Source: an optimization exercise on an open RTL-to-GDS flow (aim: small area and a short achievable clock period). Production flows keep margins and buffers that such runs may drop.
The RTL was checked by simulation tests, not by an equivalence proof against the original design.
Power and IR drop assume default switching activity.

==> flow/config.mk <==
export PLATFORM = sky130hd
export DESIGN_NAME = instr_mix_profiler
export DESIGN_NICKNAME = instr_mix_profiler
export VERILOG_FILES = /design/flow/design.v
export SDC_FILE = /design/flow/constraint.sdc
export NUM_CORES = 4
export LEC_CHECK = 0
export CAP_MARGIN = 20
export CORE_MARGIN = 2
export CORE_UTILIZATION = 55
export CTS_CLUSTER_DIAMETER = 60
export CTS_CLUSTER_SIZE = 16
export SETUP_SLACK_MARGIN = 4.8
export SLEW_MARGIN = 20
export TNS_END_PERCENT = 0
==> flow/constraint.sdc <==
create_clock -name core_clock -period 7.5 [get_ports {clk}]
set_input_delay 1.5000 -clock core_clock [delete_from_list [all_inputs] [get_ports {clk}]]
set_output_delay 1.5000 -clock core_clock [all_outputs]
set_load 0.01 [all_outputs]
==> flow/design.v <==
package rv_decode_pkg;
   localparam int unsigned NUM_TYPES = 23;
   localparam int unsigned NUM_FMTS  = 5;
   localparam int unsigned NUM_CNT   = 30;
   localparam int unsigned TYPE_JAL   = 22;
   localparam int unsigned TYPE_JALR  = 21;
   localparam int unsigned TYPE_BEQ   = 20;
   localparam int unsigned TYPE_BNE   = 19;
   localparam int unsigned TYPE_LW    = 18;
   localparam int unsigned TYPE_SW    = 17;
   localparam int unsigned TYPE_ADDI  = 16;
   localparam int unsigned TYPE_SLTI  = 15;
   localparam int unsigned TYPE_SLTIU = 14;
   localparam int unsigned TYPE_XORI  = 13;
   localparam int unsigned TYPE_ORI   = 12;
   localparam int unsigned TYPE_ANDI  = 11;
   localparam int unsigned TYPE_SLLI  = 10;
   localparam int unsigned TYPE_SRLI  = 9;
   localparam int unsigned TYPE_ADD   = 8;
   localparam int unsigned TYPE_SUB   = 7;
   localparam int unsigned TYPE_SLL   = 6;
   localparam int unsigned TYPE_SLT   = 5;
   localparam int unsigned TYPE_SLTU  = 4;
   localparam int unsigned TYPE_XOR   = 3;
   localparam int unsigned TYPE_SRL   = 2;
   localparam int unsigned TYPE_OR    = 1;
   localparam int unsigned TYPE_AND   = 0;
   localparam int unsigned FMT_J = 0;
   localparam int unsigned FMT_B = 1;
   localparam int unsigned FMT_S = 2;
   localparam int unsigned FMT_I = 3;
   localparam int unsigned FMT_R = 4;
   localparam logic [NUM_TYPES*3-1:0] TYPE_FMT_LUT = {
      3'(FMT_J),                                                
      3'(FMT_I),                                                
      3'(FMT_B), 3'(FMT_B),                                     
      3'(FMT_I),                                                
      3'(FMT_S),                                                
      3'(FMT_I), 3'(FMT_I), 3'(FMT_I), 3'(FMT_I),               
      3'(FMT_I), 3'(FMT_I), 3'(FMT_I), 3'(FMT_I),               
      3'(FMT_R), 3'(FMT_R), 3'(FMT_R), 3'(FMT_R), 3'(FMT_R),    
      3'(FMT_R), 3'(FMT_R), 3'(FMT_R), 3'(FMT_R)                
   };
   localparam int unsigned SEL_FMT_BASE = 23;
   localparam int unsigned SEL_TOTAL    = 28;
   localparam int unsigned SEL_ERR      = 29;
   function automatic logic [NUM_FMTS-1:0] fmt_onehot(input logic [2:0] fmt_idx);
      fmt_onehot = NUM_FMTS'(1) << fmt_idx;
   endfunction
endpackage
module sat_counter #(
   parameter int unsigned CNT_W = 16
) (
   input  logic             clk,
   input  logic             inc,
   input  logic             zero,
   output logic [CNT_W-1:0] q
);
   localparam int unsigned NG = CNT_W / 4;
   logic [CNT_W-1:0] cnt_q, cnt_d, tgl;
   logic [CNT_W-1:0] loc;      
   logic [NG:0]      grp;      
   logic [NG-1:0]    go;       
   logic             step;
   always_comb begin
      grp[0] = 1'b1;
      for (int unsigned k = 0; k < NG; k++) begin
         loc[4*k]   = 1'b1;
         loc[4*k+1] = cnt_q[4*k];
         loc[4*k+2] = cnt_q[4*k] & cnt_q[4*k+1];
         loc[4*k+3] = cnt_q[4*k] & cnt_q[4*k+1] & cnt_q[4*k+2];
         grp[k+1]   = grp[k] & (&cnt_q[4*k +: 4]);
      end
      step = inc & ~grp[NG];
      for (int unsigned k = 0; k < NG; k++) go[k] = step & grp[k];
      for (int unsigned i = 0; i < CNT_W; i++) tgl[i] = go[i/4] & loc[i];
      cnt_d = (cnt_q ^ tgl) & {CNT_W{~zero}};
      cnt_d[0] = zero ? inc : (cnt_q[0] ^ step);
   end
   always_ff @(posedge clk) begin
      cnt_q <= cnt_d;
   end
   assign q = cnt_q;
endmodule
module sat_counter_bank #(
   parameter int unsigned N     = 23,
   parameter int unsigned CNT_W = 16
) (
   input  logic                    clk,
   input  logic [N-1:0]            sel,
   input  logic [N-1:0]            inc,
   input  logic                    zero,
   output logic [N-1:0][CNT_W-1:0] q
);
   logic [N-1:0][CNT_W-1:0] cnt_q;
   logic [CNT_W-1:0]        cur, nxt;
   logic [CNT_W:0]          pre;    
   assign pre[0] = 1'b1;
   for (genvar i = 1; i <= CNT_W; i++) begin : g_pre
      assign pre[i] = &cur[i-1:0];
   end
   always_comb begin
      cur = '0;
      for (int unsigned j = 0; j < N; j++) begin
         cur = cur | (cnt_q[j] & {CNT_W{sel[j]}});
      end
      nxt = (cur ^ pre[CNT_W-1:0]) | {CNT_W{pre[CNT_W]}};
      if (zero) nxt = CNT_W'(1);
   end
   always_ff @(posedge clk) begin
      for (int unsigned j = 0; j < N; j++) begin
         if (inc[j] || zero) begin
            cnt_q[j][CNT_W-1:1] <= nxt[CNT_W-1:1] & {(CNT_W-1){~zero}};
            cnt_q[j][0]         <= nxt[0] & (inc[j] | ~zero);
         end
      end
   end
   assign q = cnt_q;
endmodule
module instr_mix_profiler #(
   parameter int unsigned CNT_W = 16
) (
   input  logic             clk,
   input  logic             rst,
   input  logic             in_valid,
   input  logic [22:0]      instruction_type,
   input  logic [4:0]       instruction_format,
   input  logic             clear,
   input  logic             rd_en,
   input  logic [4:0]       rd_sel,
   output logic             rd_valid,
   output logic [CNT_W-1:0] rd_data,
   output logic             rd_err
);
   localparam int unsigned NUM_TYPES = 23;
   localparam int unsigned NUM_FMTS  = 5;
   localparam int unsigned NUM_PHYS  = 28;
   logic [NUM_TYPES-1:0] s1_type_q;
   logic                 s1_legal_q;
   logic [3:0]           s1_grp_inc_q;    
   logic                 clr_pend_q;
   logic             rd_valid_q;
   logic [CNT_W-1:0] rd_data_q, rd_data_d;
   logic             rd_err_q;
   logic [NUM_FMTS-1:0]            grp;
   logic [1:0]                     t_am;
   logic                           take, is_bubble, is_legal, is_err;
   logic [NUM_TYPES-1:0]           type_inc;
   logic [NUM_PHYS-1:0][CNT_W-1:0] cnt;
   logic [31:0]                    sel_hot;
   logic [NUM_PHYS-1:0]            pick;
   function automatic logic [1:0] any_multi(input logic [31:0] x);
      logic [31:0] a, m;
      a = x;
      m = '0;
      for (int w = 16; w >= 1; w = w / 2) begin
         for (int i = 0; i < w; i++) begin
            m[i] = m[2*i] | m[2*i+1] | (a[2*i] & a[2*i+1]);
            a[i] = a[2*i] | a[2*i+1];
         end
      end
      any_multi = {m[0], a[0]};
   endfunction
   logic [NUM_FMTS-1:0] g_any, g_multi, g_use;
   logic [1:0]          u_am;
   always_comb begin
      t_am = any_multi({30'd0, instruction_type[20:19]});
      g_any[1] = t_am[0];  g_multi[1] = t_am[1];
      t_am = any_multi({22'd0, instruction_type[21], instruction_type[18], instruction_type[16:9]});
      g_any[3] = t_am[0];  g_multi[3] = t_am[1];
      t_am = any_multi({23'd0, instruction_type[8:0]});
      g_any[4] = t_am[0];  g_multi[4] = t_am[1];
      g_any[0] = instruction_type[22];  g_multi[0] = 1'b0;
      g_any[2] = instruction_type[17];  g_multi[2] = 1'b0;
      g_use = g_any | instruction_format;
      u_am  = any_multi({27'd0, g_use});
      take      = in_valid && !clear && !rst;
      is_bubble = !u_am[0];
      is_legal  = take && !u_am[1] && (|(instruction_format & g_any & ~g_multi));
      is_err    = take && u_am[0] && !is_legal;
   end
   always_comb begin
      type_inc = s1_type_q & {NUM_TYPES{s1_legal_q}};
   end
   sat_counter_bank #(
      .N     (NUM_TYPES),
      .CNT_W (CNT_W)
   ) u_types (
      .clk  (clk),
      .sel  (s1_type_q),
      .inc  (type_inc),
      .zero (clr_pend_q),
      .q    (cnt[NUM_TYPES-1:0])
   );
   sat_counter_bank #(
      .N     (4),
      .CNT_W (CNT_W)
   ) u_fmt_err (
      .clk  (clk),
      .sel  (s1_grp_inc_q),
      .inc  (s1_grp_inc_q),
      .zero (clr_pend_q),
      .q    (cnt[26:23])
   );
   sat_counter #(
      .CNT_W (CNT_W)
   ) u_total (
      .clk  (clk),
      .inc  (s1_legal_q),
      .zero (clr_pend_q),
      .q    (cnt[27])
   );
   logic [CNT_W-1:0] sel_val;
   always_comb begin
      for (int unsigned i = 0; i < 32; i++) begin
         sel_hot[i] = !clr_pend_q && (rd_sel == 5'(i));
      end
      for (int unsigned i = 0; i < NUM_TYPES; i++) pick[i] = sel_hot[i];
      pick[22] = sel_hot[22] | sel_hot[23];
      pick[17] = sel_hot[17] | sel_hot[25];
      pick[23] = sel_hot[24];
      pick[24] = sel_hot[26];
      pick[25] = sel_hot[27];
      pick[26] = sel_hot[29];
      pick[27] = sel_hot[28];
      sel_val = '0;
      for (int unsigned i = 0; i < NUM_PHYS; i++) begin
         sel_val = sel_val | (cnt[i] & {CNT_W{pick[i]}});
      end
      rd_data_d = rst ? '0 : rd_en ? sel_val : rd_data_q;
   end
   always_ff @(posedge clk) begin
      s1_type_q    <= instruction_type;
      s1_legal_q   <= is_legal;
      s1_grp_inc_q <= {is_err, instruction_format[4] & is_legal,
                       instruction_format[3] & is_legal, instruction_format[1] & is_legal};
      clr_pend_q   <= rst | clear;
      rd_data_q    <= rd_data_d;
      if (rst) begin
         rd_valid_q <= 1'b0;
         rd_err_q   <= 1'b0;
      end else begin
         rd_valid_q <= rd_en;
         rd_err_q   <= rd_en & (&rd_sel[4:1]);
      end
   end
   assign rd_valid = rd_valid_q;
   assign rd_data  = rd_data_q;
   assign rd_err   = rd_err_q;
endmodule
==> flow/run.sh <==
#!/bin/bash
# synth_recipe.tcl (not shown) runs the flow's synth.tcl, then flattens the netlist and writes it again
# the make line also repeats each setting of config.mk as NAME=value (left out here)
make -C /OpenROAD-flow-scripts/flow DESIGN_CONFIG=/design/flow/config.mk WORK_HOME=/design/flow/orfs CLKGATE_MAP_FILE= SYNTH_SCRIPT=/design/flow/synth_recipe.tcl finish
==> results of run 1 <==
cells by family after synthesis:
group	count (synthesis)
compound gates	533
flops	495
simple gates	369
buf+inv	124
xor+xnor	22
fa+ha+maj	15
mux	3
timing repair:
item                                    4_1_cts  5_1_grt
hold endpoints to repair                      0        0
resized for setup                           138        6
cloned                                        8        0
buffers inserted                             29        1
endpoints found under the setup margin      471      560
pin swaps                                    29        4
layout make-up:
| type | instances | area, um^2 | share of cell area |
|---|---|---|---|
| diodes | 6 | 15.0 | 0.000603 |
| inverters | 12 | 48.8 | 0.00196 |
| multi-input cells | 949 | 6950 | 0.279 |
| clock buffers | 61 | 1230 | 0.0493 |
| clock inverters | 15 | 166 | 0.00668 |
| well taps | 511 | 639 | 0.0257 |
| flip-flops and latches | 495 | 14300 | 0.572 |
| repair buffers | 177 | 1610 | 0.0645 |
worst max-delay path by stage:
stage	startpoint	endpoint	slack (ns)	depth (start not counted)
CTS	s1_type_q[8]$_DFF_P_	u_types.cnt_q[216]$_DFFE_PP_	4.39	13
floorplan	instruction_type[14]	s1_grp_inc_q[0]$_DFF_P_	4.01	7
global placement	rd_sel[3]	rd_data_q[14]$_SDFFE_PP0P_	2.92	8
finish	s1_grp_inc_q[3]$_DFF_P_	u_fmt_err.cnt_q[29]$_DFFE_PP_	4.26	11
detailed placement	rd_sel[3]	rd_data_q[14]$_SDFFE_PP0P_	2.80	8
global route	s1_type_q[8]$_DFF_P_	u_types.cnt_q[360]$_DFFE_PP_	4.23	13
registers in the layout, summed over array words and instances, names as in the netlist:
| name | cells |
|---|---|
| clr_pend_q | 1 |
| rd_data_q | 16 |
| rd_err_q | 1 |
| rd_valid_q | 1 |
| s1_grp_inc_q | 4 |
| s1_legal_q | 1 |
| s1_type_q | 23 |
| u_fmt_err.cnt_q | 64 |
| u_total.cnt_q | 16 |
| u_types.cnt_q | 368 |
worst register-to-register path, delay by kind of cell, from the launching register on:
kind,cells,cell delay (ns)
fa+ha+maj,1,0.20
buf+inv,3,0.59
flops,1,0.58
simple gates,4,0.98
compound gates,3,0.61
synth_stat cells, drive strengths merged (13+ instances only):
library cell | number | share of area
clkbuf | 78 | 0.014
xnor2 | 13 | 0.0054
a21oi | 54 | 0.013
and3 | 14 | 0.0041
nand3 | 53 | 0.013
nand4 | 55 | 0.016
edfxtp | 432 | 0.61
dfxtp | 63 | 0.060
nor3 | 35 | 0.0092
nor2 | 71 | 0.013
a21o | 23 | 0.0082
buf | 34 | 0.0070
a221oi | 75 | 0.031
nand2 | 77 | 0.014
a22oi | 248 | 0.088
a222oi | 31 | 0.015
a22o | 66 | 0.027
where the power goes:
| part | switching (mW) | leakage [nW] | internal (mW) |
|---|---|---|---|
| clock network | 1.05 | 0.677 | 1.23 |
| registers | 0.292 | 5.25 | 3.52 |
| logic | 0.632 | 3.05 | 0.348 |
metrics by stage:
stage	hold WS (ns)	util	area, um^2	worst slack (ns)
floorplan	0.464	-	21200	4.01
finish	0.503	0.660	24900	4.26
detailed placement	0.497	0.602	22700	2.80
CTS	0.506	0.659	24900	4.39
global route	0.531	0.660	24900	4.23
global placement	0.495	0.602	22700	2.92
metal layers:
| metal | up-vias | wire length, um |
|---|---|---|
| met2 | 2181 | 38100 |
| met4 | 0 | 9190 |
| li1 | 6742 | - |
| met1 | 8643 | 31400 |
| met3 | 652 | 19700 |
| met5 | - | 0 |
layout by cell type, fill, tap and decap left out, types with 5 or more instances in the layout:
cell / count
o31a_1: 6
nor2_2: 5
edfxtp_1: 432
inv_1: 11
nor4_1: 6
nand4_1: 56
dfxtp_4: 5
nor2_1: 62
a21o_1: 20
a21oi_1: 49
diode_2: 6
or2_2: 9
buf_4: 98
nand3_1: 53
a22o_1: 66
buf_6: 14
nor2b_1: 5
nor3_2: 15
dlygate4sd2_1: 8
buf_2: 5
or3_1: 6
a221oi_1: 73
xnor2_1: 12
o21ai_0: 5
ha_1: 10
a21oi_4: 7
clkdlybuf4s50_1: 37
clkbuf_1: 13
xor2_1: 9
dfxtp_2: 7
buf_12: 6
and3_1: 12
a22oi_1: 247
nor3_1: 18
dfxtp_1: 51
a222oi_1: 31
clkbuf_16: 46
nand2_1: 75
==> results.json, run 1 <==
{
  "outcome": "no timing/DRC/antenna violations",
  "gr-usage-met2": 0.643,
  "rsz0062_at_grt": "true",
  "hold_buffers": 0,
  "fmax_ghz": 0.309,
  "wl_per_cell_um": 44.2,
  "overflow": 0,
  "grt_use_met3": 0.257,
  "grt_pass1_wl_um": 133000,
  "synth_mux_area_frac": 0.00154,
  "syn_area_per_cell_um2": 13.6,
  "final.period_utilization": 0.432,
  "ys_types": 60,
  "period_needed_ns": 3.24,
  "fin_cells": 2226,
  "place_hpwl_um": 56500,
  "crit_type": "flip-flop to flip-flop",
  "wirelength_um": 98400,
  "synth_fa_ha_area_frac": 0.00851,
  "busiest_layer": "met2",
  "vias_per_cell": 8.18,
  "worstSkewPairLatency_ns": 0.60,
  "drtIter0Drc": 4176,
  "vdd_drop_max_uv": 236,
  "met1_usage": 0.602,
  "maxCapViolations": 0,
  "grt_start_max_net_pins": 55,
  "setup_tns_ns": 0,
  "n_fill_cell": 2811,
  "grt_use_total": 0.482,
  "p_per_area_nw_per_um2": 284,
  "setup.worst_path.end_class": "flip-flop",
  "portBuffers": 55,
  "setup_viol": 0,
  "min_to": "rd_data_q[13]$_SDFFE_PP0P_",
  "synth_edf_count": 432,
  "syn_nets": 1611,
  "htree_levels": 2,
  "hp-class": "flip-flop to flip-flop",
  "area_delta_synth_final_pct": 17.6,
  "fin_nets": 1727,
  "core_area_um2": 37800,
  "max_stage_delay_ns": 0.58,
  "synthCells": 1561,
  "fp.dieW_um": 200,
  "io_pins": 56,
  "synth_compound_area_frac": 0.196,
  "crit_path_cell_trace": "buf_4 -> a22oi_1 -> nand2_1 -> ha_1 -> inv_1 -> a221oi_4 -> nand4_1 -> buf_4 -> nor2_1 -> a21oi_1 -> nor3_2",
  "cp_slowest_cell": "dfxtp_2",
  "drc": 0,
  "worstSetupStartpointType": "flip-flop",
  "synthArstFlopShare": 0,
  "synth_top_family_by_area": "compound AO/OA/AOI/OAI gates",
  "firstDrtPassIters": 14,
  "clkTransAtPathRegs_ns": 0.07,
  "tightestPinTransition_ns": 0.960,
  "cts_inserted_buffers": 42,
  "netlist_area_um2": 21200,
  "place_inst": 2106,
  "maxSlewViolCount": 0,
  "path_common_cell": "buf_4",
  "arrival_ns": 3.57,
  "synth-xor-area-share": 0.00910,
  "r2r_slack_ns": 4.26,
  "grt_pass1_vias": 17000,
  "postRouteAntennaNets": 0,
  "core.rowCount": 71,
  "cts_tree": "yes",
  "r2r-start": "s1_grp_inc_q[3]$_DFF_P_",
  "antenna_found_initial": 1,
  "place_congestion": 0.995,
  "power_leakage_nw": 8.97,
  "synthSimpleGateAreaFrac": 0.0899,
  "min-delay-start": "rd_data_q[13]$_SDFFE_PP0P_",
  "via_count": 18200,
  "slew_headroom": 0.360,
  "cpLargestDelayFamily": "simple AND/OR/NAND/NOR gates",
  "die_area_um2": 40100,
  "hold_viol_final": 0,
  "yosysSeqAreaShare": 0.672,
  "reg2reg_to": "u_fmt_err.cnt_q[29]$_DFFE_PP_",
  "total_power_mw": 7.07,
  "fin_skew_ns": 0.0239,
  "start_util": 0.561,
  "ys.flop_type": "edfxtp_1",
  "die_h_um": 200,
  "clockRootBuffer": "clkbuf_16",
  "ys_warn_count": 4,
  "hold_path_depth": 2,
  "reg2reg_depth": 11,
  "critPathBufInv": 3,
  "cts_sinks": 495,
  "crit_fanout": 10,
  "required_ns": 7.83,
  "clock_path_buffers": 3,
  "ys_ff_latch": 495,
  "drive_above_1_share": 0.174
}
==> run 2: changes to the inputs <==
--- a/flow/design.v
+++ b/flow/design.v
@@ -104,7 +104,9 @@
       for (int unsigned j = 0; j < N; j++) begin
          cur = cur | (cnt_q[j] & {CNT_W{sel[j]}});
       end
-      nxt = (cur ^ pre[CNT_W-1:0]) | {CNT_W{pre[CNT_W]}};
+      for (int unsigned i = 0; i < CNT_W; i++) begin
+         nxt[i] = cur[i] ? (pre[CNT_W] | ~pre[i]) : pre[i];
+      end
       if (zero) nxt = CNT_W'(1);
    end
    always_ff @(posedge clk) begin
--- a/flow/config.mk
+++ b/flow/config.mk
@@ -7,7 +7,7 @@
 export LEC_CHECK = 0
 export CAP_MARGIN = 20
 export CORE_MARGIN = 2
-export CORE_UTILIZATION = 55
+export CORE_UTILIZATION = 45
 export CTS_CLUSTER_DIAMETER = 60
 export CTS_CLUSTER_SIZE = 16
 export SETUP_SLACK_MARGIN = 4.8
==> run 2 against run 1 <==
Against the previous run: power decreased by 3.6%; register-to-register slack gained 0.18 ns; clock power about the same; die area grew 21%; sequential power fell by 3%; critical path type is now input port to flip-flop.
==> results.json, run 2 <==
{
  "clockRootBuffer": "clkbuf_16",
  "core.rowCount": 79,
  "synth_edf_count": 432,
  "setup_viol": 0,
  "arrival_ns": 3.64,
  "rsz0062_at_grt": "true",
  "netlist_area_um2": 21100,
  "wirelength_um": 94600,
  "antenna_found_initial": 3,
  "ys.flop_type": "edfxtp_1",
  "r2r_slack_ns": 4.44,
  "pwr-share-clk": 0.333,
  "syn_area_per_cell_um2": 14.0,
  "whs_ns": 0.486,
  "synthCells": 1511,
  "largest_register_ffs": 368,
  "vdd_drop_max_uv": 248,
  "ys_top_cells_by_count": "432 x edfxtp_1, 217 x a22oi_1, 91 x nor2_1",
  "crit_fanout": 20,
  "start_util": 0.455,
  "grt_pass1_wl_um": 129000,
  "critPathBufInv": 4,
  "reg_top3": "u_types.cnt_q x368, u_fmt_err.cnt_q x64, s1_type_q x23",
  "syn_nets": 1553,
  "cts_inserted_buffers": 42,
  "crit_path_cell_trace": "clkdlybuf4s50_1 -> buf_6 -> inv_1 -> buf_4 -> a221oi_1 -> nand4_1 -> nor3_1 -> nor3_1",
  "vias_per_cell": 7.66,
  "clkTransAtPathRegs_ns": 0.07,
  "yosysSeqAreaShare": 0.675,
  "yosysTopAreaCell": "edfxtp_1",
  "fmax_ghz": 0.316,
  "worst_slack_ns": 4.34,
  "post-route-cell-area_um2": 25500,
  "place_hpwl_um": 57300,
  "wl_per_cell_um": 41.0,
  "period_needed_ns": 3.16,
  "io_pins": 56,
  "path_common_cell": "nor3_1",
  "htree_levels": 2,
  "maxSlewViolCount": 0,
  "via_count": 17700,
  "max_stage_delay_ns": 0.48,
  "p_per_area_nw_per_um2": 267,
  "fin_nets": 1710,
  "setup_tns_ns": 0,
  "comb_power_share": 0.126,
  "p_sw_frac": 0.276,
  "core_area_um2": 46400,
  "hp-class": "flip-flop to flip-flop",
  "power_leakage_nw": 9.32,
  "postRouteAntennaNets": 0,
  "area_delta_synth_final_pct": 20.9,
  "fp.dieW_um": 220,
  "yosysMostFrequentCell": "edfxtp_1",
  "slew_headroom": 0.175,
  "p_seq_frac": 0.541,
  "power_switching_mw": 1.88,
  "grt_use_total": 0.390,
  "die_area_um2": 48600,
  "final.period_utilization": 0.422,
  "synth_top_area_share": 0.615,
  "place_congestion": 1.06,
  "crit_type": "input port to flip-flop",
  "final_cell_mix": "432 x edfxtp_1, 217 x a22oi_1, 120 x buf_4",
  "synth_area_leaders": "edfxtp_1 62%, a22oi_1 7.7%, dfxtp_1 6.0%",
  "setup.worst_path.end_class": "flip-flop",
  "fin_skew_ns": 0.0188,
  "regMostFlops": "u_types.cnt_q",
  "drc": 0,
  "synthArstFlopShare": 0,
  "grt_start_max_net_pins": 59,
  "p_int_mw": 4.94,
  "cts_tree": "yes",
  "ys_ff_latch": 495,
  "clock_path_buffers": 3,
  "maxCapViolations": 0,
  "cpLargestDelayFamily": "buffers and inverters",
  "required_ns": 7.98,
  "grt_pass1_vias": 17000,
  "drive_above_1_share": 0.204,
  "ys_warn_count": 4,
  "layout_commonest_cell": "edfxtp_1",
  "cts_sinks": 495,
  "overflow": 0,
  "die_h_um": 220,
  "portBuffers": 55,
  "hold_viol_final": 0,
  "worstSkewPairLatency_ns": 0.62,
  "ys_types": 55,
  "tightestPinTransition_ns": 1.24,
  "worstSetupStartpointType": "input port",
  "dpl_cell_area_um2": 22600,
  "outcome": "no timing/DRC/antenna violations",
  "dp_slack_ns": 2.93,
  "cp_slowest_cell": "a221oi_1",
  "firstDrtPassIters": 15,
  "drtIter0Drc": 3781
}
-- run 2: cell types whose count changed after synthesis, sizes merged, moves of 24 or more --
cell and delta:
a211o +24, a21oi -33, clkbuf -27, buf +27
nand2 -37, a22oi -31
-- run 2: through the flow --
step,cells,utilization,power [mW]
after floorplan,1511,-,3.98
after global placement,2149,0.487,4.37
after detailed placement,2150,0.488,4.37
after CTS,2287,0.542,6.68
after global routing,2308,0.550,6.95
final,2309,0.550,6.82
-- run 2: tightest hold or removal path, cell delays in order, from the launching register on --
cell and delay, ns:
dfxtp_1 0.32, nor2_1 0.08, nor3_1 0.05
-- run 2: path summary, 6_finish.rpt --
check                                                start  cells past startpoint                            to
worst max register to register       s1_type_q[13]$_DFF_P_                     11  u_types.cnt_q[283]$_DFFE_PP_
worst min-delay path            rd_data_q[15]$_SDFFE_PP0P_                      2    rd_data_q[15]$_SDFFE_PP0P_
worst max-delay path                                 rd_en                      8     rd_data_q[5]$_SDFFE_PP0P_
worst min register to register  rd_data_q[15]$_SDFFE_PP0P_                      2    rd_data_q[15]$_SDFFE_PP0P_
-- run 2: final cells by class --
class / instances / area, um^2
fill: 3738 / 20900
sequential: 495 / 14300
multi-input combinational: 901 / 6930
timing repair buffer: 218 / 2120
clock buffer: 64 / 1220
tap: 607 / 759
clock inverter: 13 / 164
inverter: 10 / 37.5
antenna: 1 / 2.50
-- run 2: timing repair --
item	CTS	global route
gates resized for setup	202	46
cloned	7	2
endpoints found under the setup margin	472	526
hold buffers	0	0
buffers inserted	53	19
pin swaps	36	19
-- run 2: cells by family (layout without fill, tap and decap cells) --
logic type	after synthesis	in the layout	share of synthesized area
AOI/OAI and AO/OA	535	537	0.204
xor gates and xnor gates	14	14	0.00581
adders and majority gates	7	7	0.00380
buffers and inverters	122	305	0.0275
DFF	495	495	0.675
muxes	5	5	0.00261
other	0	1	0
and+or+nand+nor	333	338	0.0815
-- run 2: routing by layer --
metal  GRT usage  routed length (um)  vias to the layer above
li1            -                   -                     6712
met3       0.188               16600                      612
met4       0.260                8450                        4
met5     0.00303                  29                        -
met1       0.475               31400                     8476
met2       0.549               38100                     1883
-- run 2: power by group through the flow --
stage / logic [mW] / clock network [mW] / registers (mW)
final: 0.858 / 2.27 / 3.69
after global routing: 0.875 / 2.37 / 3.70
after CTS: 0.754 / 2.26 / 3.67
after detailed placement: 0.650 / 0 / 3.72
after global placement: 0.640 / 0 / 3.73
after floorplan: 0.389 / 0 / 3.59
==> run 3: changes to the inputs <==
==> flow/flow/run.sh (new file) <==
#!/bin/bash
# The standard layout (standard synthesis unchanged), with two changes:
# the port buffers are sky130_fd_sc_hd__buf_4 instead of the delay-cell
# buffer buffer_ports picks by default, and clock tree synthesis inserts no
# dummy loads. Each tool's full output goes to ORFS's own logs under orfs/logs.
export BUFFER_PORTS_ARGS="-buffer_cell sky130_fd_sc_hd__buf_4"
export CTS_ARGS="-sink_clustering_enable -repair_clock_nets -sink_clustering_size 16 -sink_clustering_max_diameter 60 -dont_use_dummy_load"
bash standard.sh > standard.log 2>&1
==> flow/standard.sh (new file) <==
#!/bin/bash
# synth_recipe.tcl (not shown) runs the flow's synth.tcl, then flattens the netlist and writes it again
# the make line also repeats each setting of config.mk as NAME=value (left out here)
make -C /OpenROAD-flow-scripts/flow DESIGN_CONFIG=/design/flow/config.mk WORK_HOME=/design/flow/orfs CLKGATE_MAP_FILE= SYNTH_SCRIPT=/design/flow/synth_recipe.tcl "${@:-finish}"
removed: flow/run.sh
==> run 3 against run 2 <==
Against the previous run: hold slack got worse by 0.0058 ns; die area unchanged; critical path type unchanged; clock skew increased by 0.025 ns; clock-buffer cell count decreased by 23.
==> results.json, run 3 <==
{
  "outcome": "no timing/DRC/antenna violations",
  "final_cell_mix": "432 x edfxtp_1, 216 x a22oi_1, 134 x buf_4",
  "fp.dieW_um": 220,
  "drc": 0,
  "grt_pass1_wl_um": 128000,
  "via_count": 17300,
  "fmax_ghz": 0.313,
  "vias_per_cell": 7.79,
  "largest_register_ffs": 368,
  "maxSlewViolCount": 0,
  "max_stage_delay_ns": 0.37,
  "die_h_um": 220,
  "vdd_drop_max_uv": 219,
  "setup_tns_ns": 0,
  "yosysTopAreaCell": "edfxtp_1",
  "rsz0062_at_grt": "true",
  "setup.worst_path.end_class": "flip-flop",
  "core_area_um2": 46400,
  "place_hpwl_um": 56100,
  "fin_nets": 1656,
  "worstSetupStartpointType": "input port",
  "fin_cells": 2220,
  "wl_per_cell_um": 42.4,
  "htree_levels": 2,
  "reg_top3": "u_types.cnt_q x368, u_fmt_err.cnt_q x64, s1_type_q x23",
  "core.rowCount": 79,
  "grt_pass1_vias": 16300,
  "arrival_ns": 3.67,
  "drive_above_1_share": 0.182,
  "firstDrtPassIters": 13,
  "total_power_mw": 6.42,
  "slew_headroom": 0.275,
  "synthCells": 1511,
  "drtIter0Drc": 3480,
  "postRouteAntennaNets": 0,
  "p_per_area_nw_per_um2": 264,
  "cts_tree": "yes",
  "ys_ff_latch": 495,
  "yosysSeqAreaShare": 0.675,
  "cts_sinks": 495,
  "worstSkewPairLatency_ns": 0.59,
  "power_leakage_nw": 8.74,
  "overflow": 0,
  "wirelength_um": 94200,
  "critPathBufInv": 2,
  "maxCapViolations": 0,
  "synth_area_leaders": "edfxtp_1 62%, a22oi_1 7.7%, dfxtp_1 6.0%",
  "whs_ns": 0.480,
  "regMostFlops": "u_types.cnt_q",
  "crit_path_cell_trace": "buf_4 -> nor2_1 -> nand3_1 -> nor2_1 -> buf_4 -> a22oi_1 -> o2111ai_1 -> nor3_1 -> a311oi_1",
  "synth_edf_count": 432,
  "ys.flop_type": "edfxtp_1",
  "startpoint": "rd_sel[4]",
  "hp-class": "flip-flop to flip-flop",
  "cpLargestDelayFamily": "compound AO/OA/AOI/OAI gates",
  "required_ns": 7.97,
  "layout_commonest_cell": "edfxtp_1",
  "ys_warn_count": 4,
  "cp_slowest_cell": "buf_4",
  "tightestPinTransition_ns": 1.09,
  "yosysMostFrequentCell": "edfxtp_1",
  "area_delta_synth_final_pct": 15.2,
  "place_inst": 2140,
  "crit_fanout": 16,
  "setup_viol": 0,
  "place_congestion": 0.978,
  "syn_area_per_cell_um2": 14.0,
  "antenna_found_initial": 0,
  "netlist_area_um2": 21100,
  "start_util": 0.455,
  "r2r-start": "s1_type_q[8]$_DFF_P_",
  "die_area_um2": 48600,
  "cts_inserted_buffers": 41,
  "clkTransAtPathRegs_ns": 0.07,
  "crit_type": "input port to flip-flop",
  "final.period_utilization": 0.426,
  "period_needed_ns": 3.20,
  "syn_nets": 1553,
  "ys_types": 55,
  "hold_viol_final": 0,
  "clockRootBuffer": "clkbuf_16",
  "grt_start_max_net_pins": 60,
  "synth_top_area_share": 0.615,
  "min-delay-start": "rd_data_q[15]$_SDFFE_PP0P_",
  "n_fill_cell": 3825,
  "portBuffers": 55,
  "synthArstFlopShare": 0,
  "io_pins": 56,
  "clock_path_buffers": 3,
  "grt_use_total": 0.386,
  "fin_skew_ns": 0.0436,
  "ys_top_cells_by_count": "432 x edfxtp_1, 217 x a22oi_1, 91 x nor2_1"
}
[run 3: layout make-up]
cell class / count / area, um^2 / area share
diodes: 1 / 2.50 / 0.000103
well taps: 607 / 759 / 0.0313
clock buffers: 41 / 1030 / 0.0422
inverters: 10 / 37.5 / 0.00155
multi-input cells: 902 / 6800 / 0.280
flip-flops and latches: 495 / 14300 / 0.587
repair buffers: 164 / 1410 / 0.0579
[run 3: layer usage]
metal	track usage	share of wire	wire (um)	up-vias
li1	-	-	-	6557
met1	0.493	0.34	32500	8413
met2	0.547	0.41	38300	1802
met3	0.172	0.17	16100	529
met4	0.217	0.078	7330	0
met5	0	0	0	-
[run 3: final timing paths]
path / endpoint / slack, ns / cells after the start
max: rd_data_q[0]$_SDFFE_PP0P_ / 4.30 / 9
min: rd_data_q[15]$_SDFFE_PP0P_ / 0.48 / 2
min reg2reg: rd_data_q[15]$_SDFFE_PP0P_ / 0.48 / 2
max reg2reg: u_types.cnt_q[0]$_DFFE_PP_ / 4.41 / 12
[run 3: worst min-delay path: cells and delay by family (launching register included)]
kind | cells | cell delay, ns
flip-flops | 1 | 0.32
AND/OR/NAND/NOR | 2 | 0.12
[run 3: what timing repair did]
item / 4_1_cts / 5_1_grt
gates resized for setup: 103 / 16
pin swaps: 18 / 4
hold buffers: 0 / 0
cloned: 9 / 1
buffers inserted: 22 / 6
endpoints found under the setup margin: 459 / 567
[run 3: power by group]
group	internal [mW]	switching, mW
clock network	0.964	0.951
registers	3.42	0.264
logic	0.278	0.551
[run 3: cell families after synthesis]
| kind of cell | count (synthesis) | share of synthesized area |
|---|---|---|
| buffers and inverters | 122 | 0.0275 |
| DFF | 495 | 0.675 |
| AOI/OAI and AO/OA | 535 | 0.204 |
| xor gates and xnor gates | 14 | 0.00581 |
| adders and majority gates | 7 | 0.00380 |
| and+or+nand+nor | 333 | 0.0815 |
| muxes | 5 | 0.00261 |
[run 3: through the flow]
step | setup WS [ns] | cell area (um^2) | util
after global placement | 3.33 | 22400 | 0.483
after floorplan | 4.27 | 21100 | -
after global routing | 4.37 | 24300 | 0.524
after CTS | 4.53 | 24100 | 0.521
after detailed placement | 3.35 | 22400 | 0.484
final | 4.30 | 24300 | 0.524
==> run 4: changes to the inputs <==
--- a/flow/design.v
+++ b/flow/design.v
@@ -107,13 +107,11 @@
       for (int unsigned i = 0; i < CNT_W; i++) begin
          nxt[i] = cur[i] ? (pre[CNT_W] | ~pre[i]) : pre[i];
       end
-      if (zero) nxt = CNT_W'(1);
    end
    always_ff @(posedge clk) begin
       for (int unsigned j = 0; j < N; j++) begin
          if (inc[j] || zero) begin
-            cnt_q[j][CNT_W-1:1] <= nxt[CNT_W-1:1] & {(CNT_W-1){~zero}};
-            cnt_q[j][0]         <= nxt[0] & (inc[j] | ~zero);
+            cnt_q[j] <= nxt & {CNT_W{~zero}};
          end
       end
    end
==> run 4 against run 3 <==
Against the previous run: area after synthesis barely moved; sequential power about the same; critical endpoint is now u_types.cnt_q[53]$_DFFE_PP_; power shrank 0.31%; highest routed layer is now met5; sequential share of layout area down 1.7 points; clock skew about the same.
==> results.json, run 4 <==
{
  "setup_viol": 0,
  "vdd_drop_max_uv": 191,
  "ys.flop_type": "edfxtp_1",
  "crit_fanout": 17,
  "yosysTopAreaCell": "edfxtp_1",
  "ys_top_cells_by_count": "432 x edfxtp_1, 226 x a22oi_1, 100 x nand2_1",
  "maxCapViolations": 0,
  "layout_commonest_cell": "edfxtp_1",
  "gr-usage-met2": 0.545,
  "hold_path_depth": 2,
  "hold_viol_final": 0,
  "dp_slack_ns": 3.09,
  "ys_ff_latch": 495,
  "grt_start_max_net_pins": 42,
  "fin_cells": 2276,
  "tightestPinTransition_ns": 1.10,
  "synth_top_area_share": 0.615,
  "critPathBufInv": 4,
  "power_leakage_nw": 8.87,
  "slew_headroom": 0.262,
  "grt_pass1_vias": 16500,
  "worstSkewPairLatency_ns": 0.59,
  "reg2reg_depth": 9,
  "die_area_um2": 48600,
  "dpl_cell_area_um2": 22500,
  "ys_warn_count": 4,
  "portBuffers": 55,
  "grt_use_total": 0.386,
  "r2r_slack_ns": 4.60,
  "synthCells": 1533,
  "via_count": 17700,
  "worstSetupStartpointType": "flip-flop",
  "crit_path_cell_trace": "buf_6 -> a222oi_1 -> nand4_1 -> and4_4 -> nand4_1 -> buf_6 -> buf_6 -> a31oi_4 -> buf_6",
  "rsz0062_at_grt": "true",
  "fp.dieW_um": 220,
  "r2r-start": "s1_type_q[7]$_DFF_P_",
  "clkTransAtPathRegs_ns": 0.07,
  "yosysSeqAreaShare": 0.675,
  "busiest_layer": "met2",
  "fmax_ghz": 0.345,
  "io_pins": 56,
  "drtIter0Drc": 3905,
  "setup.worst_path.end_class": "flip-flop",
  "synth_edf_count": 432,
  "worst_slack_ns": 4.60,
  "htree_levels": 2,
  "place_hpwl_um": 56400,
  "required_ns": 7.82,
  "final.period_utilization": 0.387,
  "firstDrtPassIters": 13,
  "outcome": "no timing/DRC/antenna violations",
  "wl_per_cell_um": 41.7,
  "post-route-cell-area_um2": 25000,
  "fin_nets": 1712,
  "maxSlewViolCount": 0,
  "clockRootBuffer": "clkbuf_16",
  "n_fill_cell": 3783,
  "cp_slowest_cell": "a222oi_1",
  "path_common_cell": "buf_6",
  "die_h_um": 220,
  "ys_types": 70,
  "p_per_area_nw_per_um2": 256,
  "cts_inserted_buffers": 41,
  "largest_register_ffs": 368,
  "place_inst": 2173,
  "postRouteAntennaNets": 0,
  "vias_per_cell": 7.79,
  "netlist_area_um2": 21100,
  "start_util": 0.455,
  "synthArstFlopShare": 0,
  "clock_path_buffers": 3,
  "cpLargestDelayFamily": "simple AND/OR/NAND/NOR gates",
  "arrival_ns": 3.22,
  "wirelength_um": 94900,
  "yosysMostFrequentCell": "edfxtp_1",
  "setup_tns_ns": 0,
  "reg2reg_to": "u_types.cnt_q[53]$_DFFE_PP_",
  "min-delay-start": "rd_data_q[0]$_SDFFE_PP0P_",
  "regMostFlops": "u_types.cnt_q",
  "cts_sinks": 495,
  "drive_above_1_share": 0.227,
  "area_delta_synth_final_pct": 18.6,
  "max_stage_delay_ns": 0.67,
  "syn_nets": 1575,
  "core_area_um2": 46400,
  "grt_use_met3": 0.189,
  "met1_usage": 0.480,
  "period_needed_ns": 2.90,
  "grt_pass1_wl_um": 128000,
  "reg_top3": "u_types.cnt_q x368, u_fmt_err.cnt_q x64, s1_type_q x23",
  "final_cell_mix": "432 x edfxtp_1, 223 x a22oi_1, 138 x buf_4",
  "crit_type": "flip-flop to flip-flop",
  "hp-class": "flip-flop to flip-flop",
  "synth_area_leaders": "edfxtp_1 62%, a22oi_1 8.0%, dfxtp_1 6.0%",
  "place_congestion": 1.01,
  "drc": 0,
  "core.rowCount": 79,
  "cts_tree": "yes",
  "min_to": "rd_data_q[0]$_SDFFE_PP0P_",
  "antenna_found_initial": 2,
  "fin_skew_ns": 0.0436,
  "syn_area_per_cell_um2": 13.8,
  "overflow": 0
}
==> run 4: changes by cell type in the layout (fill, tap and decap cells not counted), moves of 10 or more <==
cell / delta
a221oi_1: -16
nand4_1: -10
a211o_1: -24
a222oi_1: -13
a21o_1: -23
nor2_1: -26
buf_12: +12
a221oi_2: +11
nand3_1: +18
buf_6: +27
nand2_1: +62
==> run 4: stage by stage <==
step	power [mW]	utilization	hold WS, ns
6_report	6.40	0.540	0.476
3_3_place_gp	4.31	0.486	0.466
3_5_place_dp	4.32	0.486	0.469
2_1_floorplan	3.94	-	0.472
4_1_cts	6.29	0.527	0.480
5_1_grt	6.54	0.539	0.490
==> run 4: worst max path at each step <==
stage	start	to	slack, ns	depth (start not counted)
2_1_floorplan	instruction_type[10]	s1_grp_inc_q[3]$_DFF_P_	4.35	7
5_1_grt	s1_type_q[4]$_DFF_P_	u_types.cnt_q[319]$_DFFE_PP_	4.56	10
6_report	s1_type_q[7]$_DFF_P_	u_types.cnt_q[53]$_DFFE_PP_	4.60	9
3_5_place_dp	s1_type_q[0]$_DFF_P_	u_types.cnt_q[6]$_DFFE_PP_	3.09	7
4_1_cts	instruction_type[10]	s1_grp_inc_q[3]$_DFF_P_	4.68	8
3_3_place_gp	s1_type_q[0]$_DFF_P_	u_types.cnt_q[150]$_DFFE_PP_	3.30	7
==> run 4: logic make-up after synthesis <==
family / Yosys count / share of synthesized area
AO/OA/AOI/OAI: 501 / 0.191
flip-flops: 495 / 0.675
AND/OR/NAND/NOR: 392 / 0.0964
buffers and inverters: 120 / 0.0262
XOR/XNOR: 13 / 0.00540
adder cells (fa/ha/maj): 7 / 0.00380
multiplexers: 5 / 0.00243
==> run 4: metal layers <==
layer / vias up / wire [um]
met5: - / 135
met4: 6 / 7470
met3: 598 / 16700
met2: 1911 / 38400
met1: 8552 / 32200
li1: 6656 / -
==> run 4: report_power, final <==
group / switching, mW / internal (mW) / total, mW
clock network: 0.936 / 0.963 / 1.90
logic: 0.532 / 0.306 / 0.838
registers: 0.254 / 3.41 / 3.67
==> run 4: final cells by class <==
class	count	area [um^2]	area share
antenna	1	2.50	0.000100
clock buffer	41	1030	0.0410
inverter	9	33.8	0.00135
multi-input combinational	922	7030	0.281
sequential	495	14300	0.570
tap	607	759	0.0304
timing repair buffer	201	1910	0.0763
==> run 4: tightest hold or removal path: cells and delay by family (launching register included) <==
family / cells / cell delay, ns
flip-flops: 1 / 0.31
AND/OR/NAND/NOR: 2 / 0.12
==> run 4: what timing repair did <==
item,4_1_cts,5_1_grt
hold buffers,0,0
setup endpoints to repair,449,451
pin swaps,24,27
buffers inserted,27,24
gates cloned,5,5
gates resized for setup,119,75
==> run 5: changes to the inputs <==
==> flow/flow/run.sh (replaced) <==
#!/bin/bash
# The standard layout (standard synthesis unchanged), with two changes:
# the port buffers are sky130_fd_sc_hd__buf_4 instead of the delay-cell
# buffer buffer_ports picks by default, and clock tree synthesis builds the
# tree from sky130_fd_sc_hd__clkbuf_8 in clusters of up to 12 sinks and
# inserts no dummy loads. Each tool's full output goes to ORFS's own logs under orfs/logs.
export BUFFER_PORTS_ARGS="-buffer_cell sky130_fd_sc_hd__buf_4"
export CTS_ARGS="-sink_clustering_enable -repair_clock_nets -sink_clustering_size 12 -sink_clustering_max_diameter 50 -dont_use_dummy_load -buf_list sky130_fd_sc_hd__clkbuf_8"
bash standard.sh > standard.log 2>&1
==> run 5 against run 4 <==
Against the previous run: largest power group unchanged; final area shrank 2.3%; still clean on timing, DRC and antenna; maximum frequency shrank 1.5%; power shrank 5.3%; first-iteration DRC count grew 11%; register-to-register slack lost 0.05 ns; flip-flop and latch count is the same; non-clock buffer count shrank 3; sequential share of layout area grew 1.4 points.
==> results.json, run 5 <==
{
  "outcome": "no timing/DRC/antenna violations",
  "rsz0062_at_grt": "true",
  "yosysTopAreaCell": "edfxtp_1",
  "cpLargestDelayFamily": "simple AND/OR/NAND/NOR gates",
  "ys_top_cells_by_count": "432 x edfxtp_1, 226 x a22oi_1, 100 x nand2_1",
  "cp_slowest_cell": "and4_4",
  "overflow": 0,
  "die_h_um": 220,
  "clockRootBuffer": "clkbuf_8",
  "wl_per_cell_um": 41.5,
  "htree_levels": 2,
  "gr-usage-met2": 0.546,
  "arrival_ns": 3.44,
  "multi_input_area_um2": 6900,
  "max_stage_delay_ns": 0.33,
  "synth_top_family_by_area": "compound AO/OA/AOI/OAI gates",
  "postRouteAntennaNets": 0,
  "final_cell_mix": "432 x edfxtp_1, 224 x a22oi_1, 152 x buf_4",
  "crit_path_cell_trace": "buf_6 -> a22o_1 -> a221oi_2 -> and4_1 -> nand4_1 -> and4_4 -> buf_4 -> and3_4 -> a311oi_4 -> buf_4 -> buf_6",
  "antenna_found_initial": 0,
  "post-route-cell-area_um2": 24400,
  "grt_use_met3": 0.175,
  "fin_nets": 1721,
  "slew_headroom": 0.238,
  "synth_fa_ha_area_frac": 0.00380,
  "core_area_um2": 46400,
  "area_delta_synth_final_pct": 15.9,
  "n_fill_cell": 3874,
  "fin_cells": 2285,
  "min-delay-start": "rd_data_q[0]$_SDFFE_PP0P_",
  "hold_path_depth": 2,
  "grt_use_total": 0.386,
  "hold_viol_final": 0,
  "tightestPinTransition_ns": 1.14,
  "ys_types": 70,
  "drive_above_1_share": 0.219,
  "power_leakage_nw": 8.64,
  "reg_top3": "u_types.cnt_q x368, u_fmt_err.cnt_q x64, s1_type_q x23",
  "die_area_um2": 48600,
  "clkTransAtPathRegs_ns": 0.08,
  "r2r-start": "s1_type_q[5]$_DFF_P_",
  "fin_skew_ns": 0.0677,
  "start_util": 0.455,
  "crit_type": "flip-flop to flip-flop",
  "hp-class": "flip-flop to flip-flop",
  "fmax_ghz": 0.340,
  "drtIter0Drc": 4336,
  "synth_area_leaders": "edfxtp_1 62%, a22oi_1 8.0%, dfxtp_1 6.0%",
  "hold_buffers": 0,
  "clock_path_buffers": 3,
  "fp.dieW_um": 220,
  "yosysSeqAreaShare": 0.675,
  "io_pins": 56,
  "final.period_utilization": 0.393,
  "vdd_drop_max_uv": 160,
  "worstSkewPairLatency_ns": 0.69,
  "grt_pass1_wl_um": 128000,
  "p_per_area_nw_per_um2": 248,
  "worstSetupStartpointType": "flip-flop",
  "synth_mux_area_frac": 0.00243,
  "reg2reg_depth": 11,
  "synthCells": 1533,
  "regArea_um2": 14200,
  "synth-xor-area-share": 0.00540,
  "place_hpwl_um": 56400,
  "syn_area_per_cell_um2": 13.8,
  "cts_sinks": 495,
  "setup_tns_ns": 0,
  "portBuffers": 55,
  "setup.worst_path.end_class": "flip-flop",
  "largest_register_ffs": 368,
  "synth_compound_area_frac": 0.191,
  "period_needed_ns": 2.95,
  "synthSimpleGateAreaFrac": 0.0964,
  "cts_inserted_buffers": 54,
  "maxSlewViolCount": 0,
  "cts_tree": "yes",
  "critPathBufInv": 4,
  "wirelength_um": 94900,
  "regMostFlops": "u_types.cnt_q",
  "vias_per_cell": 7.74,
  "syn_nets": 1575,
  "via_count": 17700,
  "layout_commonest_cell": "edfxtp_1",
  "firstDrtPassIters": 13,
  "required_ns": 7.99,
  "place_inst": 2173,
  "synth_edf_count": 432,
  "synth_top_area_share": 0.615,
  "drc": 0,
  "met1_usage": 0.490,
  "grt_pass1_vias": 16600,
  "ys_warn_count": 4,
  "busiest_layer": "met2",
  "dpl_cell_area_um2": 22500,
  "core.rowCount": 79,
  "grt_start_max_net_pins": 42,
  "min_to": "rd_data_q[0]$_SDFFE_PP0P_",
  "ys_ff_latch": 495,
  "maxCapViolations": 0,
  "reg2reg_to": "u_types.cnt_q[350]$_DFFE_PP_",
  "place_congestion": 1.01,
  "setup_viol": 0,
  "r2r_slack_ns": 4.55,
  "yosysMostFrequentCell": "edfxtp_1",
  "ys.flop_type": "edfxtp_1",
  "netlist_area_um2": 21100,
  "crit_fanout": 17,
  "synthArstFlopShare": 0
}
[run 5: cell counts after synthesis]
Identical to the previous run, type by type.
[run 5: area by class of cell]
class | count | area share
Tap cell | 607 | 0.0311
Clock buffer | 54 | 0.0304
Multi-Input combinational cell | 921 | 0.283
Sequential cell | 495 | 0.583
Antenna cell | 1 | 0.000102
Timing Repair Buffer | 198 | 0.0710
Inverter | 9 | 0.00138
[run 5: tightest hold or removal path, cell delays in order, from the launching register on]
cell and delay, ns:
dfxtp_1 0.30, nor2_1 0.08, nor3_1 0.04
[run 5: what timing repair did]
| action | CTS | global route |
|---|---|---|
| setup endpoints to repair | 452 | 455 |
| buffers inserted | 29 | 16 |
| cloned | 8 | 4 |
| pin swaps | 19 | 22 |
| resized for setup | 98 | 46 |
| endpoints found under the hold margin | 0 | 0 |
[run 5: how the worst max path moves through the flow]
stage	startpoint	to	slack, ns	depth (start not counted)
after floorplan	instruction_type[10]	s1_grp_inc_q[3]$_DFF_P_	4.35	7
after global placement	s1_type_q[0]$_DFF_P_	u_types.cnt_q[150]$_DFFE_PP_	3.30	7
after detailed placement	s1_type_q[0]$_DFF_P_	u_types.cnt_q[6]$_DFFE_PP_	3.09	7
after CTS	s1_grp_inc_q[0]$_DFF_P_	u_fmt_err.cnt_q[60]$_DFFE_PP_	4.68	8
after global routing	s1_type_q[4]$_DFF_P_	u_types.cnt_q[363]$_DFFE_PP_	4.56	11
final	s1_type_q[5]$_DFF_P_	u_types.cnt_q[350]$_DFFE_PP_	4.55	11
[run 5: metrics by stage]
step	hold slack (ns)	setup WS [ns]	total power, mW	util
2_1_floorplan	0.472	4.35	3.94	-
3_3_place_gp	0.466	3.30	4.31	0.486
3_5_place_dp	0.469	3.09	4.32	0.486
4_1_cts	0.478	4.68	5.95	0.519
5_1_grt	0.493	4.56	6.19	0.527
6_report	0.473	4.55	6.06	0.527
[run 5: cell families after synthesis]
| group | after synthesis |
|---|---|
| xor gates and xnor gates | 13 |
| adders and majority gates | 7 |
| buffers and inverters | 120 |
| AOI/OAI and AO/OA | 501 |
| and+or+nand+nor | 392 |
| DFF | 495 |
| muxes | 5 |
[run 5: report_power, final]
| group | total (mW) | internal [mW] | switching (mW) |
|---|---|---|---|
| Clock | 1.55 | 0.635 | 0.919 |
| Sequential | 3.67 | 3.41 | 0.255 |
| Combinational | 0.841 | 0.309 | 0.532 |
| Total | 6.06 | 4.36 | 1.71 |
[run 5: layer usage]
metal	wire [um]	up-vias	share of wire
li1	-	6656	-
met2	38200	1868	0.40
met5	26	-	0.00027
met1	32900	8545	0.35
met3	16200	605	0.17
met4	7530	2	0.079
==> run 6: changes to the inputs <==
--- a/flow/config.mk
+++ b/flow/config.mk
@@ -10,6 +10,6 @@
 export CORE_UTILIZATION = 45
 export CTS_CLUSTER_DIAMETER = 60
 export CTS_CLUSTER_SIZE = 16
-export SETUP_SLACK_MARGIN = 4.8
+export SETUP_SLACK_MARGIN = 5.0
 export SLEW_MARGIN = 20
 export TNS_END_PERCENT = 0
==> run 6 against run 5 <==
Against the previous run: utilization is 1.3 points higher; via count grew 1.6%; still clean on timing, DRC and antenna; hold slack better by 0.0059 ns; final area rose by 2.5%; highest routed layer unchanged; critical endpoint is now u_types.cnt_q[199]$_DFFE_PP_; sequential share of layout area down 1.3 points; maximum frequency increased by 0.82%.
==> results.json, run 6 <==
{
  "outcome": "no timing/DRC/antenna violations",
  "startpoint": "s1_type_q[5]$_DFF_P_",
  "clockRootBuffer": "clkbuf_8",
  "core_area_um2": 46400,
  "wirelength_met1_um": 32700,
  "cts_inserted_buffers": 53,
  "yosysTopAreaCell": "edfxtp_1",
  "fin_skew_ns": 0.0637,
  "worstSetupStartpointType": "flip-flop",
  "setup_viol": 0,
  "min-delay-start": "rd_data_q[0]$_SDFFE_PP0P_",
  "n_fill_cell": 3770,
  "drtIter0Drc": 4432,
  "maxSlewViolCount": 0,
  "worstSkewPairLatency_ns": 0.70,
  "hold_buffers": 0,
  "period_needed_ns": 2.92,
  "core.rowCount": 79,
  "postRouteAntennaNets": 0,
  "htree_levels": 2,
  "drc": 0,
  "clock_path_buffers": 3,
  "cts_tree": "yes",
  "critPathBufInv": 3,
  "rsz0062_at_grt": "true",
  "die_h_um": 220,
  "place_inst": 2163,
  "synth_top_area_share": 0.615,
  "synthArstFlopShare": 0,
  "crit_type": "flip-flop to flip-flop",
  "p_per_area_nw_per_um2": 244,
  "grt_pass1_wl_um": 133000,
  "die_area_um2": 48600,
  "wl_per_cell_um": 42.4,
  "ys_ff_latch": 495,
  "grt_start_max_net_pins": 43,
  "ys.flop_type": "edfxtp_1",
  "ys_top_cells_by_count": "432 x edfxtp_1, 226 x a22oi_1, 100 x nand2_1",
  "largest_register_ffs": 368,
  "setup.worst_path.end_class": "flip-flop",
  "antennaDiodeCount": 0,
  "ys_types": 70,
  "via_count": 18000,
  "yosysSeqAreaShare": 0.675,
  "area_delta_synth_final_pct": 18.7,
  "power_leakage_nw": 8.87,
  "cpLargestDelayFamily": "simple AND/OR/NAND/NOR gates",
  "grt_pass1_vias": 17200,
  "maxUsedRoutingLayer": "met5",
  "arrival_ns": 3.45,
  "syn_nets": 1575,
  "regMostFlops": "u_types.cnt_q",
  "reg_top3": "u_types.cnt_q x368, u_fmt_err.cnt_q x64, s1_type_q x23",
  "fin_cells": 2307,
  "maxCapViolations": 0,
  "wl_met3_um": 17900,
  "fp.dieW_um": 220,
  "whs_ns": 0.479,
  "cts_sinks": 495,
  "synthCells": 1533,
  "final_cell_mix": "432 x edfxtp_1, 222 x a22oi_1, 159 x buf_4",
  "io_pins": 56,
  "hp-class": "flip-flop to flip-flop",
  "place_congestion": 1.04,
  "drive_above_1_share": 0.254,
  "required_ns": 8.02,
  "overflow": 0,
  "vdd_drop_max_uv": 159,
  "setup_tns_ns": 0,
  "wirelength_um": 97800,
  "place_hpwl_um": 56800,
  "syn_area_per_cell_um2": 13.8,
  "fmax_ghz": 0.342,
  "synth_area_leaders": "edfxtp_1 62%, a22oi_1 8.0%, dfxtp_1 6.0%",
  "ys_warn_count": 4,
  "crit_path_cell_trace": "a22o_1 -> a221oi_1 -> and4_1 -> nand4_1 -> nand4_1 -> a211oi_4 -> buf_6 -> buf_12 -> nor3_4 -> buf_6",
  "firstDrtPassIters": 10,
  "r2r-start": "s1_type_q[5]$_DFF_P_",
  "tightestPinTransition_ns": 0.944,
  "antenna_found_initial": 2,
  "hold_viol_final": 0,
  "cp_slowest_cell": "dfxtp_4",
  "clkTransAtPathRegs_ns": 0.07,
  "grt_use_total": 0.403,
  "fin_nets": 1744,
  "layout_commonest_cell": "edfxtp_1",
  "slew_headroom": 0.371,
  "vias_per_cell": 7.78,
  "synth_edf_count": 432,
  "wl_met2_um": 38400,
  "netlist_area_um2": 21100,
  "portBuffers": 55,
  "max_stage_delay_ns": 0.50,
  "final.period_utilization": 0.390,
  "start_util": 0.455,
  "crit_fanout": 17,
  "yosysMostFrequentCell": "edfxtp_1"
}
==> run 6: worst reg2reg max path, stage by stage, from the launching register on <==
cell      delay (ns)
dfxtp_4         0.50
a22o_1          0.30
a221oi_1        0.24
and4_1          0.23
nand4_1         0.27
nand4_1         0.30
a211oi_4        0.07
buf_6           0.13
buf_12          0.13
nor3_4          0.36
buf_6           0.21
==> run 6: metal layers <==
layer,GRT usage,vias to the layer above
met5,0,-
met4,0.257,2
met3,0.202,682
met2,0.550,2012
met1,0.504,8556
li1,-,6699
==> run 6: through the flow <==
step | power, mW | utilization | cell area [um^2] | setup WS [ns]
2_1_floorplan | 3.95 | - | 21400 | 4.51
3_3_place_gp | 4.33 | 0.487 | 22600 | 3.29
3_5_place_dp | 4.33 | 0.488 | 22600 | 3.10
4_1_cts | 5.97 | 0.530 | 24600 | 4.73
5_1_grt | 6.22 | 0.540 | 25000 | 4.56
6_report | 6.10 | 0.540 | 25000 | 4.58
==> run 6: worst paths after layout <==
| path | end | slack [ns] | cells past startpoint |
|---|---|---|---|
| setup / recovery | u_types.cnt_q[199]$_DFFE_PP_ | 4.58 | 10 |
| hold / removal | rd_data_q[0]$_SDFFE_PP0P_ | 0.48 | 2 |
| hold reg to reg | rd_data_q[0]$_SDFFE_PP0P_ | 0.48 | 2 |
| setup reg to reg | u_types.cnt_q[199]$_DFFE_PP_ | 4.58 | 10 |
==> run 6: kinds of logic after synthesis <==
group,after synthesis,share of synthesized area
compound gates,501,0.191
mux,5,0.00243
buf+inv,120,0.0262
xor+xnor,13,0.00540
simple gates,392,0.0964
fa+ha+maj,7,0.00380
flops,495,0.675
==> run 6: layout make-up <==
class | count | area, um^2 | share of cell area
flip-flops and latches | 495 | 14300 | 0.570
multi-input cells | 924 | 7190 | 0.287
repair buffers | 219 | 2040 | 0.0814
well taps | 607 | 759 | 0.0303
clock buffers | 53 | 729 | 0.0291
inverters | 9 | 36.3 | 0.00145
==> run 6: where the power goes <==
part | switching (mW) | internal, mW
logic | 0.542 | 0.324
clock network | 0.919 | 0.624
registers | 0.279 | 3.41
total | 1.74 | 4.36
==> run 6: timing repair <==
| item | in CTS | in global routing |
|---|---|---|
| setup endpoints to repair | 812 | 726 |
| setup buffers | 58 | 19 |
| pin swaps | 30 | 21 |
| resized for setup | 146 | 48 |
| cloned | 9 | 5 |
==> run 7: changes to the inputs <==
==> flow/flow/run.sh (replaced) <==
#!/bin/bash
# The standard layout (standard synthesis unchanged), with two changes:
# the port buffers are sky130_fd_sc_hd__buf_2 instead of the delay-cell
# buffer buffer_ports picks by default, and clock tree synthesis builds the
# tree from sky130_fd_sc_hd__clkbuf_8 in clusters of up to 12 sinks and
# inserts no dummy loads. Each tool's full output goes to ORFS's own logs under orfs/logs.
export BUFFER_PORTS_ARGS="-buffer_cell sky130_fd_sc_hd__buf_2"
export CTS_ARGS="-sink_clustering_enable -repair_clock_nets -sink_clustering_size 12 -sink_clustering_max_diameter 50 -dont_use_dummy_load -buf_list sky130_fd_sc_hd__clkbuf_8"
bash standard.sh > standard.log 2>&1
--- a/flow/config.mk
+++ b/flow/config.mk
@@ -7,9 +7,9 @@
 export LEC_CHECK = 0
 export CAP_MARGIN = 20
 export CORE_MARGIN = 2
-export CORE_UTILIZATION = 45
+export CORE_UTILIZATION = 50
 export CTS_CLUSTER_DIAMETER = 60
 export CTS_CLUSTER_SIZE = 16
-export SETUP_SLACK_MARGIN = 5.0
+export SETUP_SLACK_MARGIN = 4.8
 export SLEW_MARGIN = 20
 export TNS_END_PERCENT = 0
==> run 7 against run 6 <==
Against the previous run: global-route usage rose by 2.6 points; sequential power fell by 1%; hold slack got worse by 0.0018 ns; utilization rose by 4.2 points; maximum frequency fell by 0.12%; synthesized cell count did not move; setup slack got worse by 0.0034 ns; first-iteration DRC count fell by 17%; register-to-register slack improved by 0.04 ns; sequential share of layout area rose by 1.6 points; critical endpoint is now rd_data_q[1]$_SDFFE_PP0P_; largest power group unchanged.
==> results.json, run 7 <==
{
  "yosysMostFrequentCell": "edfxtp_1",
  "r2r_slack_ns": 4.62,
  "wirelength_um": 94800,
  "synth_top_area_share": 0.615,
  "wl_per_cell_um": 42.7,
  "ys_ff_latch": 495,
  "yosysTopAreaCell": "edfxtp_1",
  "worstSkewPairLatency_ns": 0.70,
  "antenna_found_initial": 2,
  "fin_nets": 1722,
  "setup_viol": 0,
  "drtIter0Drc": 3658,
  "cts_inserted_buffers": 53,
  "slew_headroom": 0.170,
  "ys.flop_type": "edfxtp_1",
  "arrival_ns": 3.50,
  "netlist_area_um2": 21100,
  "grt_start_max_net_pins": 53,
  "drc": 0,
  "tightestPinTransition_ns": 1.24,
  "ys_types": 70,
  "regArea_um2": 14200,
  "grt_pass1_wl_um": 128000,
  "portBuffers": 55,
  "layout_commonest_cell": "edfxtp_1",
  "min-delay-start": "rd_data_q[7]$_SDFFE_PP0P_",
  "overflow": 0,
  "setup_tns_ns": 0,
  "fmax_ghz": 0.342,
  "required_ns": 8.07,
  "multi_input_area_um2": 6920,
  "regMostFlops": "u_types.cnt_q",
  "maxCapViolations": 0,
  "vias_per_cell": 7.93,
  "core_area_um2": 41800,
  "place_hpwl_um": 53200,
  "crit_fanout": 16,
  "hold_buffers": 0,
  "maxSlewViolCount": 0,
  "dpl_cell_area_um2": 22300,
  "die_h_um": 209,
  "io_pins": 56,
  "synthArstFlopShare": 0,
  "ys_top_cells_by_count": "432 x edfxtp_1, 226 x a22oi_1, 100 x nand2_1",
  "die_area_um2": 43800,
  "yosysSeqAreaShare": 0.675,
  "syn_area_per_cell_um2": 13.8,
  "synth_edf_count": 432,
  "drive_above_1_share": 0.229,
  "core.rowCount": 75,
  "fin_skew_ns": 0.0605,
  "fp.dieW_um": 209,
  "synth_area_leaders": "edfxtp_1 62%, a22oi_1 8.0%, dfxtp_1 6.0%",
  "place_congestion": 0.941,
  "cts_tree": "yes",
  "setup.worst_path.end_class": "flip-flop",
  "outcome": "no timing/DRC/antenna violations",
  "syn_nets": 1575,
  "rsz0062_at_grt": "true",
  "hold_viol_final": 0,
  "whs_ns": 0.477,
  "vdd_drop_max_uv": 148,
  "final.period_utilization": 0.390,
  "start_util": 0.505,
  "firstDrtPassIters": 10,
  "grt_use_total": 0.429,
  "area_delta_synth_final_pct": 15.3,
  "clkTransAtPathRegs_ns": 0.09,
  "via_count": 17600,
  "n_fill_cell": 3285,
  "reg_top3": "u_types.cnt_q x368, u_fmt_err.cnt_q x64, s1_type_q x23",
  "clock_path_buffers": 3,
  "dp_slack_ns": 3.65,
  "postRouteAntennaNets": 0,
  "worst_slack_ns": 4.58,
  "r2r-start": "s1_type_q[0]$_DFF_P_",
  "worstSetupStartpointType": "input port",
  "grt_pass1_vias": 16500,
  "synthCells": 1533,
  "crit_type": "input port to flip-flop",
  "power_leakage_nw": 8.64,
  "htree_levels": 2,
  "clockRootBuffer": "clkbuf_8",
  "final_cell_mix": "432 x edfxtp_1, 221 x a22oi_1, 97 x buf_4",
  "post-route-cell-area_um2": 24300,
  "largest_register_ffs": 368,
  "ys_warn_count": 4,
  "startpoint": "rd_sel[1]",
  "period_needed_ns": 2.92,
  "cts_sinks": 495,
  "p_per_area_nw_per_um2": 246,
  "hp-class": "flip-flop to flip-flop"
}
-- run 7: worst max-delay path, stage by stage --
cell and delay (ns):
clkbuf_4 0.21, nor4b_2 0.21, and3b_1 0.21, buf_4 0.28
a22o_1 0.29, a221oi_1 0.20, nand3_1 0.14, nor4_1 0.35
nor3_1 0.09
-- run 7: logic make-up (layout without fill, tap and decap cells) --
family          count (synthesis)  in the layout  synth area share
simple gates                  392            392            0.0964
compound gates                501            503             0.191
flops                         495            495             0.675
fa+ha+maj                       7              7           0.00380
mux                             5              5           0.00243
other cells                     0              1                 0
buf+inv                       120            263            0.0262
xor+xnor                       13             13           0.00540
-- run 7: final timing paths --
kind,end,depth (start not counted)
hold / removal,rd_data_q[7]$_SDFFE_PP0P_,2
hold reg to reg,rd_data_q[7]$_SDFFE_PP0P_,2
setup reg to reg,u_types.cnt_q[168]$_DFFE_PP_,12
setup / recovery,rd_data_q[1]$_SDFFE_PP0P_,9
-- run 7: what timing repair did --
action                     in CTS  in global routing
gates resized for setup        69                 76
setup buffers                  48                  9
pin swaps                      16                 16
setup endpoints to repair     709                708
cloned                          7                  3
-- run 7: final cells by class --
class,instances,area share
antenna,1,0.000103
clock buffer,53,0.0300
inverter,9,0.00149
multi-input combinational,920,0.285
sequential,495,0.586
tap,539,0.0278
timing repair buffer,201,0.0696
-- run 7: where the power goes --
group          switching (mW)  leakage (nW)  internal, mW
clock network           0.911         0.381         0.624
logic                   0.512          3.02         0.277
registers               0.233          5.24          3.41
-- run 7: per-layer routing --
layer	vias to the layer above	share of wire	wire, um	GRT usage
met4	0	0.091	8590	0.271
li1	6649	-	-	-
met3	588	0.19	17700	0.204
met1	8429	0.33	31000	0.537
met5	-	0	0	0
met2	1927	0.40	37500	0.598
-- run 7: metrics by stage --
step                cells  power, mW  utilization
floorplan            1533       3.94            -
global placement     2097       4.28        0.534
detailed placement   2097       4.29        0.534
CTS                  2205       5.86        0.571
global route         2217       6.10        0.582
finish               2218       5.97        0.582

what the ideal ports hide:
No port has a modelled driver above. Below, the same layouts with a new extraction and two added sets of constraints.
Step 1 (the two cells are an assumption about what drives the block):
set clk [get_ports {clk}]
set_driving_cell -lib_cell sky130_fd_sc_hd__clkbuf_16 $clk
set_driving_cell -lib_cell sky130_fd_sc_hd__buf_2 [delete_from_list [all_inputs] $clk]
Step 2 times the ports against the registers' clock, not the clock port: input delays grow and output delays shrink by t, the midpoint of the rising clock arrivals with the driver on.
Slacks: ideal ports / drivers / drivers and shift; pairs: ideal ports / drivers.
| run | shift t [ns] | setup WS [ns] | worst hold slack (ns) | worst register clock-pin slew, ns | pins driven straight from the clock port |
|---|---|---|---|---|---|
| run 1 | 0.651 | 4.259 / 4.259 / 3.661 | 0.503 / 0.503 / 0.503 | 0.08 / 0.08 | 1 |
| run 2 | 0.662 | 4.339 / 4.371 / 3.709 | 0.486 / 0.486 / 0.486 | 0.08 / 0.08 | 1 |
| run 3 | 0.622 | 4.304 / 4.315 / 3.693 | 0.480 / 0.480 / 0.480 | 0.07 / 0.07 | 1 |
| run 4 | 0.627 | 4.600 / 4.600 / 3.985 | 0.476 / 0.476 / 0.476 | 0.08 / 0.08 | 1 |
| run 5 | 0.713 | 4.555 / 4.555 / 3.843 | 0.473 / 0.473 / 0.473 | 0.09 / 0.09 | 1 |
| run 6 | 0.723 | 4.579 / 4.579 / 3.959 | 0.479 / 0.479 / 0.479 | 0.09 / 0.09 | 1 |
| run 7 | 0.726 | 4.575 / 4.602 / 3.876 | 0.477 / 0.477 / 0.477 | 0.09 / 0.09 | 1 |
After both steps every run listed still meets setup and hold. The setup slack of run 5, which loses most, moves by 0.000 ns with the drivers and by -0.712 ns with both steps.
